This is an optimization exercise on Yosys and OpenROAD, whose aim is small area and a short achievable clock period, not a production implementation.
The RTL was checked by simulation tests, not by an equivalence proof against the original design.

== v45 ==
==> flow/design.v (excerpt) <==
module musb_mult_accum #(
  parameter int WIDTH = 32
) (
  input  logic                 clk,
  input  logic                 rst,
  input  logic [WIDTH-1:0]     input_a,
  input  logic [WIDTH-1:0]     input_b,
  input  logic [2*WIDTH-1:0]   accum_in,
  input  logic                 signed_operation,
  input  logic [1:0]           op,
  input  logic                 enable_op,
  input  logic                 stall,
  input  logic                 flush,
  output logic [2*WIDTH-1:0]   mult_result,
  output logic                 active,
  output logic                 ready
);
make LEC_CHECK=0 CAP_MARGIN=20 CORE_MARGIN=2 CORE_UTILIZATION=40 SLEW_MARGIN=20 SYNTH_HIERARCHICAL=1 SYNTH_MINIMUM_KEEP_SIZE=0 finish   # period 8.0 ns
run.sh (not shown) runs the stock make flow with config.mk's settings and CLKGATE_MAP_FILE= SYNTH_SCRIPT=/design/flow/synth_recipe.tcl, a recipe that flattens the netlist after the stock synthesis.
v45 closes out successfully: all stages finished, all timing, DRC and antenna checks passed.
Changes in v41 relative to v45:
Settings: an added SETUP_SLACK_MARGIN of 4.8.
Notes after the runs:
Max total wirelength of the detailed-routed design across v45 and v41: v41. v41 gives more final cell count without fillers than v45 did. v41 ended up with a higher post-route cell area than v45 did. Summary — critical path depth, v41 relative to v45: higher, by 1. v41 vs v45: number of fillers in the final layout down in v41. On average detailed-routed wire length per instance: between v45 and v41, it ends up higher for v41. Status: data required time at the worst endpoint parity (v45, v41). Relative to v45, the slack of the critical path of v41 is higher by 0.44 ns.
Input changes introduced in v3 (baseline for comparison: v41):
Settings: a change of SETUP_SLACK_MARGIN from 4.8 to 4.5.
Notes after the runs:
In the reports for v41 and v3, the smaller detailed-routed wire length on met3 belongs to v3. Of the two values seen for end of the critical path, r3[60]$_DFFE_PP_ was produced by v3 and r2[86]$_DFFE_PP_ by v41. In v3, the signed area change from the synthesized netlist to the final layout came out 8.9 points below the value in v41. Of v3 and v41, it is v3 that has the lower wire length. Compare v41 and v3 | layout clock buffer count higher: v3.

========
Another version of the RTL of musb_mult_accum (not shown whole).
Size: about 470 flip-flops, ~200 I/O pins, about 42000 µm² of cells after synthesis.
export LEC_CHECK = 0
export CAP_MARGIN = 20
export CORE_MARGIN = 2
export CORE_UTILIZATION = 40
export CTS_CLUSTER_DIAMETER = 120
export CTS_CLUSTER_SIZE = 25
export SETUP_SLACK_MARGIN = 4.5
export SLEW_MARGIN = 20
export SYNTH_HIERARCHICAL = 1
export SYNTH_MINIMUM_KEEP_SIZE = 0
export TNS_END_PERCENT = 50
create_clock -name core_clock -period 8.0 [get_ports {clk}]
standard.sh (not shown) runs the stock make flow with config.mk's settings and CLKGATE_MAP_FILE= SYNTH_SCRIPT=/design/flow/synth_recipe.tcl, a recipe that flattens the netlist after the stock synthesis.
==> flow/flow/run.sh <==
#!/bin/bash
# The standard layout (the standard.sh, unchanged synthesis and steps), with
# one change: the buffer that placement puts on every input and output port is
# sky130_fd_sc_hd__buf_1 instead of the cell buffer_ports picks by default.
set -euo pipefail
export BUFFER_PORTS_ARGS="-buffer_cell sky130_fd_sc_hd__buf_1"
bash standard.sh > standard.log 2>&1
Next try:
==> flow/run.sh (new file) <==
#!/bin/bash
# synth_recipe.tcl (not shown) runs the flow's synth.tcl, then flattens the netlist and writes it again
# the make line also repeats each setting of config.mk as NAME=value (left out here)
make -C /OpenROAD-flow-scripts/flow DESIGN_CONFIG=/design/flow/config.mk WORK_HOME=/design/flow/orfs CLKGATE_MAP_FILE= SYNTH_SCRIPT=/design/flow/synth_recipe.tcl finish
CTS_CLUSTER_DIAMETER = default   (was 120)
CTS_CLUSTER_SIZE = default   (was 25)
TNS_END_PERCENT = default   (was 50)
removed: flow/flow/run.sh
removed: flow/standard.sh
Wire length falls by 0.61%.
Die area is unchanged.
Final cell count rises by about 1%.
Worst hold slack loses 8.9 ps.
Synthesized area stays the same.
Design area rises by about 6%.
Setup slack gains 130 ps.
Next try:
==> flow/flow/run.sh (new file) <==
#!/bin/bash
# The standard layout (the standard.sh, unchanged synthesis and steps), with
# one change: the buffer that placement puts on every input and output port is
# sky130_fd_sc_hd__buf_1 instead of the cell buffer_ports picks by default.
set -euo pipefail
export BUFFER_PORTS_ARGS="-buffer_cell sky130_fd_sc_hd__buf_1"
bash standard.sh > standard.log 2>&1
==> flow/standard.sh (new file) <==
#!/bin/bash
# synth_recipe.tcl (not shown) runs the flow's synth.tcl, then flattens the netlist and writes it again
# the make line also repeats each setting of config.mk as NAME=value (left out here)
make -C /OpenROAD-flow-scripts/flow DESIGN_CONFIG=/design/flow/config.mk WORK_HOME=/design/flow/orfs CLKGATE_MAP_FILE= SYNTH_SCRIPT=/design/flow/synth_recipe.tcl "${@:-finish}"
removed: flow/run.sh
Outcome: The new run completed with no timing, DRC or antenna violations; cell count barely changes; global-route usage is about the same; die area does not change.
Next try:
==> flow/run.sh (new file) <==
#!/bin/bash
# synth_recipe.tcl (not shown) runs the flow's synth.tcl, then flattens the netlist and writes it again
# the make line also repeats each setting of config.mk as NAME=value (left out here)
make -C /OpenROAD-flow-scripts/flow DESIGN_CONFIG=/design/flow/config.mk WORK_HOME=/design/flow/orfs CLKGATE_MAP_FILE= SYNTH_SCRIPT=/design/flow/synth_recipe.tcl finish
CTS_CLUSTER_DIAMETER = 120   (was default)
CTS_CLUSTER_SIZE = 25   (was default)
removed: flow/flow/run.sh
removed: flow/standard.sh
What happened: Via count drops by 2.1%; non-clock buffer count drops by 9; wire length drops by 1.8%; design area climbs by 0.38%; count of clock-buffer cells in the layout drops by 23; critical path depth does not change; global-route usage drops by 0.25 points; maximum frequency stays flat; worst setup slack gets worse by 5.0 ps.

========
musb_mult_accum again, from the RTL that the note above started with.
Design musb_mult_accum, start of the top module:
module musb_mult_accum #(
  parameter int WIDTH = 32
) (
  input  logic                 clk,
  input  logic                 rst,
  input  logic [WIDTH-1:0]     input_a,
  input  logic [WIDTH-1:0]     input_b,
  input  logic [2*WIDTH-1:0]   accum_in,
  input  logic                 signed_operation,
  input  logic [1:0]           op,
  input  logic                 enable_op,
  input  logic                 stall,
  input  logic                 flush,
  output logic [2*WIDTH-1:0]   mult_result,
  output logic                 active,
  output logic                 ready
);
clock: 8.0 ns
lec_check: 0
cap_margin: 20
core_margin: 2
core_utilization: 40
cts_cluster_diameter: 120
cts_cluster_size: 25
setup_slack_margin: 4.5
slew_margin: 20
synth_hierarchical: 1
synth_minimum_keep_size: 0
==> flow/flow/run.sh <==
#!/bin/bash
# The standard layout (the standard.sh, unchanged synthesis and steps), with
# one change: the buffer that placement puts on every input and output port is
# sky130_fd_sc_hd__buf_1 instead of the cell buffer_ports picks by default.
set -euo pipefail
export BUFFER_PORTS_ARGS="-buffer_cell sky130_fd_sc_hd__buf_1"
bash standard.sh > standard.log 2>&1
The starting point finished with timing, DRC and antenna clean.
Then changed:
Settings changed: SETUP_SLACK_MARGIN 4.5 to 4.55.
Effect: Final cell count barely changes. Global-route usage stays flat. Die area stays the same. Setup slack is better by 58 ps. Routed wire length rose by 0.38%. Maximum frequency went up by 1.7%. Core utilization is higher by 0.35 points.
Then changed:
==> flow/run.sh (new file) <==
#!/bin/bash
# synth_recipe.tcl (not shown) runs the flow's synth.tcl, then flattens the netlist and writes it again
# the make line also repeats each setting of config.mk as NAME=value (left out here)
make -C /OpenROAD-flow-scripts/flow DESIGN_CONFIG=/design/flow/config.mk WORK_HOME=/design/flow/orfs CLKGATE_MAP_FILE= SYNTH_SCRIPT=/design/flow/synth_recipe.tcl finish
Settings changed: CTS_CLUSTER_DIAMETER 120 to default, CTS_CLUSTER_SIZE 25 to default, SETUP_SLACK_MARGIN 4.55 to 4.6.
removed: flow/flow/run.sh
removed: flow/standard.sh
The new run ran to the end with no violations.
Global-route usage goes up by 0.14 points.
Sequential share of layout area came out lower by 1.7 points.
Flip-flop and latch count is unchanged.
Setup slack degrades by 38 ps.
Non-clock buffer count goes up by 3.
Final area increases by 5.9%.
Critical path depth grows by 1.

static timing again, ports no longer ideal:
In the flow no input, the clock included, has a driving cell. The finished layouts below were timed again as built, in two steps. Step 1 sets driving cells, clkbuf_16 on the clock port and buf_2 on the other inputs (assumed; they add their load-dependent delay and slew). Step 2, shift: input delay + t, output delay - t, t = (earliest + latest rising clock arrival at the registers) / 2. This alone moves slack from input paths to output paths. Three values: ideal ports, drivers, drivers and shift; two values: the first two.
run | t (ns) | setup WS [ns] | hold slack, ns | worst data-port slew with drivers (ns) | cell pins on the clock port's net
v45 | 0.736 | 4.090 / 4.090 / 3.994 | 0.419 / 0.419 / 0.419 | 0.05 | 1
v41 | 0.767 | 4.529 / 4.529 / 4.153 | 0.421 / 0.421 / 0.421 | 0.06 | 1
v3 | 0.737 | 4.523 / 4.523 / 3.957 | 0.426 / 0.426 / 0.426 | 0.05 | 1
the first run of note 2 | 0.691 | 4.397 / 4.397 / 4.104 | 0.430 / 0.430 / 0.430 | 0.06 | 1
the second run of note 2 | 0.688 | 4.524 / 4.489 / 4.267 | 0.421 / 0.421 / 0.421 | 0.06 | 1
the third run of note 2 | 0.681 | 4.534 / 4.534 / 4.411 | 0.420 / 0.420 / 0.420 | 0.06 | 1
the fourth run of note 2 | 0.682 | 4.529 / 4.529 / 4.250 | 0.433 / 0.433 / 0.433 | 0.06 | 1
the first run of note 3 | 0.690 | 4.510 / 4.510 / 4.090 | 0.426 / 0.426 / 0.426 | 0.06 | 1
the second run of note 3 | 0.690 | 4.569 / 4.569 / 4.492 | 0.426 / 0.426 / 0.426 | 0.06 | 1
the third run of note 3 | 0.689 | 4.530 / 4.530 / 4.260 | 0.420 / 0.420 / 0.420 | 0.06 | 1
After both steps every run listed still meets setup and hold. The setup slack of v3, which loses most, moves by 0.000 ns with the drivers and by -0.566 ns with both steps.
